Source: an optimization exercise on an open RTL-to-GDS flow (aim: small area, a short achievable clock period and few clock cycles per item). Production flows keep margins and buffers that such runs may drop.
Power and IR drop assume default switching activity.

## 11-18
==> flow/design.v <==
`default_nettype none
package axi_wr_pkg;
    localparam int ADDR_W   = 32;
    localparam int DATA_W   = 32;
    localparam int STRB_W   = DATA_W / 8;
    localparam int ID_W     = 4;
    localparam int LEN_W    = 8;
    localparam int SIZE_W   = 3;
    localparam int MAX_SIZE = 2;
    localparam int PAGE_BIT = 12;
    localparam int AW_DEPTH = 4;
    localparam int W_DEPTH  = 16;
    localparam int B_DEPTH  = 4;
    localparam int AW_W  = ID_W + ADDR_W + LEN_W + SIZE_W + 2;
    localparam int W_W   = DATA_W + STRB_W + 1;
    localparam int B_W   = ID_W + 2;
    localparam int MEM_W = ID_W + ADDR_W + DATA_W + STRB_W + 1;
    typedef enum logic [1:0] {
        FIXED = 2'b00,
        INCR  = 2'b01,
        WRAP  = 2'b10,
        RSVD  = 2'b11
    } burst_e;
    typedef enum logic [1:0] {
        OKAY   = 2'b00,
        SLVERR = 2'b10
    } resp_e;
    typedef struct packed {
        logic [ID_W-1:0]   id;
        logic [ADDR_W-1:0] addr;
        logic [LEN_W-1:0]  len;
        logic [SIZE_W-1:0] size;
        burst_e            burst;
    } aw_cmd_t;
    typedef struct packed {
        logic [DATA_W-1:0] data;
        logic [STRB_W-1:0] strb;
        logic              last;
    } w_beat_t;
    typedef struct packed {
        logic [ID_W-1:0] id;
        resp_e           resp;
    } b_resp_t;
    typedef struct packed {
        logic [ID_W-1:0]   id;
        logic [ADDR_W-1:0] addr;
        logic [DATA_W-1:0] data;
        logic [STRB_W-1:0] strb;
        logic              last;
    } mem_wr_t;
endpackage
`default_nettype wire
`timescale 1ns/1ps
`default_nettype none
module sync_fifo #(
    parameter int WIDTH = 8,
    parameter int DEPTH = 4
) (
    input  wire logic             clk,
    input  wire logic             rst_n,
    input  wire logic             push,
    input  wire logic [WIDTH-1:0] din,
    output logic                  full,
    input  wire logic             pop,
    output logic      [WIDTH-1:0] dout,
    output logic                  empty
);
    logic [WIDTH-1:0]           mem [DEPTH];
    logic [$clog2(DEPTH)-1:0]   wr_ptr;
    logic [$clog2(DEPTH)-1:0]   rd_ptr;
    logic [$clog2(DEPTH+1)-1:0] count;
    logic                       do_push;
    logic                       do_pop;
    assign do_push = push && !full;
    assign do_pop  = pop && !empty;
    assign full  = (count == DEPTH);
    assign empty = (count == '0);
    assign dout  = mem[rd_ptr];
    always_ff @(posedge clk) begin
        if (do_push) begin
            mem[wr_ptr] <= din;
        end
    end
    always_ff @(posedge clk or negedge rst_n) begin
        if (!rst_n) begin
            wr_ptr <= '0;
            rd_ptr <= '0;
            count  <= '0;
        end else begin
            if (do_push) begin
                wr_ptr <= (wr_ptr == DEPTH - 1) ? '0 : wr_ptr + 1'b1;
            end
            if (do_pop) begin
                rd_ptr <= (rd_ptr == DEPTH - 1) ? '0 : rd_ptr + 1'b1;
            end
            case ({do_push, do_pop})
                2'b10:   count <= count + 1'b1;
                2'b01:   count <= count - 1'b1;
                default: count <= count;
            endcase
        end
    end
endmodule
`default_nettype wire
`timescale 1ns/1ps
`default_nettype none
module aw_decode (
    input  wire logic [axi_wr_pkg::SIZE_W-1:0]    size,
    input  wire logic [1:0]                       burst,
    input  wire logic [axi_wr_pkg::PAGE_BIT-1:0]  cur_addr,
    output logic      [axi_wr_pkg::PAGE_BIT-1:0]  sum_addr,
    output logic                                  carry,
    output logic                                  size_err
);
    localparam int PB = axi_wr_pkg::PAGE_BIT;
    logic [PB-1:0] low;      
    logic [PB-1:0] ones;     
    logic [PB:0]   run;      
    logic          step;     
    always_comb begin
        for (int i = 0; i < PB; i++) begin
            low[i] = (axi_wr_pkg::SIZE_W'(i) < size) && (i < 8);
        end
        ones = cur_addr | low;
        run[0] = 1'b1;
        for (int i = 0; i < PB; i++) begin
            run[i+1] = run[i] && ones[i];
        end
        step = (burst != axi_wr_pkg::FIXED);
        for (int i = 0; i < PB; i++) begin
            sum_addr[i] = !low[i] && (cur_addr[i] ^ (step && run[i]));
        end
        carry = step && run[PB];
    end
    assign size_err = (size > axi_wr_pkg::SIZE_W'(axi_wr_pkg::MAX_SIZE));
endmodule
`default_nettype wire
`timescale 1ns/1ps
`default_nettype none
module burst_engine (
    input  wire logic                      clk,
    input  wire logic                      rst_n,
    input  wire axi_wr_pkg::aw_cmd_t       cmd,
    input  wire logic                      cmd_valid,
    output logic                           cmd_ready,
    input  wire axi_wr_pkg::w_beat_t       beat,
    input  wire logic                      beat_valid,
    output logic                           beat_ready,
    output axi_wr_pkg::mem_wr_t            mem,
    output logic                           mem_we,
    input  wire logic                      mem_ready,
    output logic                           resp_push,
    output logic                           resp_size_err,
    output logic [axi_wr_pkg::ID_W-1:0]    resp_id,
    input  wire logic                      resp_valid,
    input  wire logic                      resp_ready
);
    localparam int PB = axi_wr_pkg::PAGE_BIT;
    logic                           first_q;     
    logic                           mid_q;       
    logic                           last_q;      
    logic                           close_q;     
    logic                           last_go_q;   
    logic                           close_go_q;  
    logic [axi_wr_pkg::LEN_W-1:0]   rem_q;
    logic                           stay_q;
    logic [PB-1:0]                  addr_q;
    logic                           use_cmd;
    logic [PB-1:0]                  cur_addr;
    logic [PB-1:0]                  sum_addr;
    logic                           carry;
    logic                           ends;
    logic                           wr;
    logic                           first_d;
    logic                           mid_d;
    logic                           last_d;
    logic                           close_d;
    logic                           resp_valid_d;
    assign use_cmd  = first_q || stay_q;
    assign cur_addr = use_cmd ? cmd.addr[PB-1:0] : addr_q;
    aw_decode u_aw_decode (
        .size     (cmd.size),
        .burst    (cmd.burst),
        .cur_addr (cur_addr),
        .sum_addr (sum_addr),
        .carry    (carry),
        .size_err (resp_size_err)
    );
    assign mem_we     = beat_valid && ((first_q && cmd_valid) || mid_q || last_go_q);
    assign wr         = mem_we && mem_ready;
    assign beat_ready = wr;
    assign ends       = close_go_q || (last_go_q && beat_valid && mem_ready);
    assign cmd_ready  = ends;
    assign resp_push  = ends;
    assign resp_id    = cmd.id;
    always_comb begin
        mem.id   = cmd.id;
        mem.addr = {cmd.addr[axi_wr_pkg::ADDR_W-1:PB], cur_addr};
        mem.data = beat.data;
        mem.strb = beat.strb;
        mem.last = beat.last;
    end
    always_comb begin
        first_d = first_q;
        mid_d   = mid_q;
        last_d  = last_q;
        close_d = close_q;
        if (ends) begin
            first_d = 1'b1;
            mid_d   = 1'b0;
            last_d  = 1'b0;
            close_d = 1'b0;
        end else if (wr) begin
            first_d = 1'b0;
            if (first_q) begin
                mid_d   = (cmd.len > 8'd1);
                last_d  = (cmd.len == 8'd1);
                close_d = (cmd.len == 8'd0);
            end else begin
                mid_d   = (rem_q > 8'd2);
                last_d  = (rem_q == 8'd2);
            end
        end
        resp_valid_d = ends || (resp_valid && !resp_ready);
    end
    always_ff @(posedge clk or negedge rst_n) begin
        if (!rst_n) begin
            first_q    <= 1'b1;
            mid_q      <= 1'b0;
            last_q     <= 1'b0;
            close_q    <= 1'b0;
            last_go_q  <= 1'b0;
            close_go_q <= 1'b0;
        end else begin
            first_q    <= first_d;
            mid_q      <= mid_d;
            last_q     <= last_d;
            close_q    <= close_d;
            last_go_q  <= last_d && !resp_valid_d;
            close_go_q <= close_d && !resp_valid_d;
        end
    end
    always_ff @(posedge clk) begin
        if (wr) begin
            rem_q <= first_q ? cmd.len : rem_q - 1'b1;
        end
        if (wr && first_q) begin
            stay_q <= carry;
        end
        if (wr && !carry) begin
            addr_q <= sum_addr;
        end
    end
endmodule
`default_nettype wire
`timescale 1ns/1ps
`default_nettype none
module wresp_gen (
    input  wire logic                        clk,
    input  wire logic                        rst_n,
    input  wire logic                        push,
    input  wire logic                        size_err,
    input  wire logic [axi_wr_pkg::ID_W-1:0] id,
    output axi_wr_pkg::b_resp_t              b,
    output logic                             b_valid,
    input  wire logic                        b_ready
);
    logic [axi_wr_pkg::ID_W-1:0] id_q;
    logic                        err_q;
    assign b.id   = id_q;
    assign b.resp = err_q ? axi_wr_pkg::SLVERR : axi_wr_pkg::OKAY;
    always_ff @(posedge clk or negedge rst_n) begin
        if (!rst_n) begin
            b_valid <= 1'b0;
        end else if (push) begin
            b_valid <= 1'b1;
        end else if (b_ready) begin
            b_valid <= 1'b0;
        end
    end
    always_ff @(posedge clk) begin
        if (push) begin
            id_q  <= id;
            err_q <= size_err;
        end
    end
endmodule
`default_nettype wire
`timescale 1ns/1ps
`default_nettype none
module axi_wr_slave (
    input  wire logic                  clk,
    input  wire logic                  rst_n,
    input  wire axi_wr_pkg::aw_cmd_t   aw,
    input  wire logic                  aw_valid,
    output logic                       aw_ready,
    input  wire axi_wr_pkg::w_beat_t   w,
    input  wire logic                  w_valid,
    output logic                       w_ready,
    output axi_wr_pkg::b_resp_t        b,
    output logic                       b_valid,
    input  wire logic                  b_ready,
    output axi_wr_pkg::mem_wr_t        mem,
    output logic                       mem_we,
    input  wire logic                  mem_ready
);
    logic                          resp_push;
    logic                          resp_size_err;
    logic [axi_wr_pkg::ID_W-1:0]   resp_id;
    burst_engine u_burst_engine (
        .clk           (clk),
        .rst_n         (rst_n),
        .cmd           (aw),
        .cmd_valid     (aw_valid),
        .cmd_ready     (aw_ready),
        .beat          (w),
        .beat_valid    (w_valid),
        .beat_ready    (w_ready),
        .mem           (mem),
        .mem_we        (mem_we),
        .mem_ready     (mem_ready),
        .resp_push     (resp_push),
        .resp_size_err (resp_size_err),
        .resp_id       (resp_id),
        .resp_valid    (b_valid),
        .resp_ready    (b_ready)
    );
    wresp_gen u_wresp_gen (
        .clk      (clk),
        .rst_n    (rst_n),
        .push     (resp_push),
        .size_err (resp_size_err),
        .id       (resp_id),
        .b        (b),
        .b_valid  (b_valid),
        .b_ready  (b_ready)
    );
endmodule
`default_nettype wire
Settings: LEC_CHECK=0, CAP_MARGIN=20, CORE_MARGIN=2, CORE_UTILIZATION=40, SETUP_SLACK_MARGIN=2.85, SLEW_MARGIN=20; clock period 5.5 ns.
standard.sh (not shown) runs the stock make flow with config.mk's settings and CLKGATE_MAP_FILE= SYNTH_SCRIPT=/design/flow/synth_recipe.tcl, a recipe that flattens the netlist after the stock synthesis.
==> flow/flow/run.sh <==
#!/bin/bash
export BUFFER_PORTS_ARGS="-buffer_cell sky130_fd_sc_hd__buf_2"
bash standard.sh > standard.log 2>&1
Relative to 11-18, the following input files were edited for 03-09:
Settings: a change of SETUP_SLACK_MARGIN from 2.85 to 2.6.
Findings:
Every stage of the flow completed for 03-09, and the final layout passed the timing, design-rule and antenna checks.
What 03-09 reported for cell area has to be multiplied by 1.2 to get the figure for 11-18.
Detailed-route vias per instance: 03-09 and 11-18 compared, lower one is 03-09
Cmp 03-09 vs 11-18: largest fanout on the critical path lower in 03-09
Measured against each other, 03-09 and 11-18 differ in part of the total power dissipated in combinational logic, the lower figure coming from 03-09.
The run showing the greater portion of total power attributed to the clock network is 03-09.
Compared to 11-18, 03-09 has arrival time at the worst endpoint 0.02 ns higher.
Delta (03-09 minus 11-18): wire length of the first global-routing pass went down, cell leakage power went down, power went down, sequential share of cell area went up.
Function was not checked in any run of this note: the RTL went through the layout flow alone.

static timing again, ports no longer ideal:
No port has a modelled driver above. Below, the same layouts with a new extraction and two added sets of constraints.
Step 1 sets driving cells, clkbuf_16 on the clock port and buf_2 on the other inputs (assumed; they add their load-dependent delay and slew).
Step 2 also shifts input and output timing later by t, the mid clock arrival at the registers, as if the neighbouring blocks saw the same clock.
Slacks: ideal / step 1 / step 2; pairs: ideal / step 1.
run	t (ns)	setup slack, ns	hold WS [ns]
11-18	0.319	2.628 / 2.594 / 2.594	0.522 / 0.522 / 0.522
03-09	0.305	2.610 / 2.576 / 2.558	0.530 / 0.530 / 0.530
After both steps setup and hold are still met in every run listed. For 03-09, which loses most, drivers alone change the setup slack by -0.034 ns; drivers and shift together by -0.052 ns.
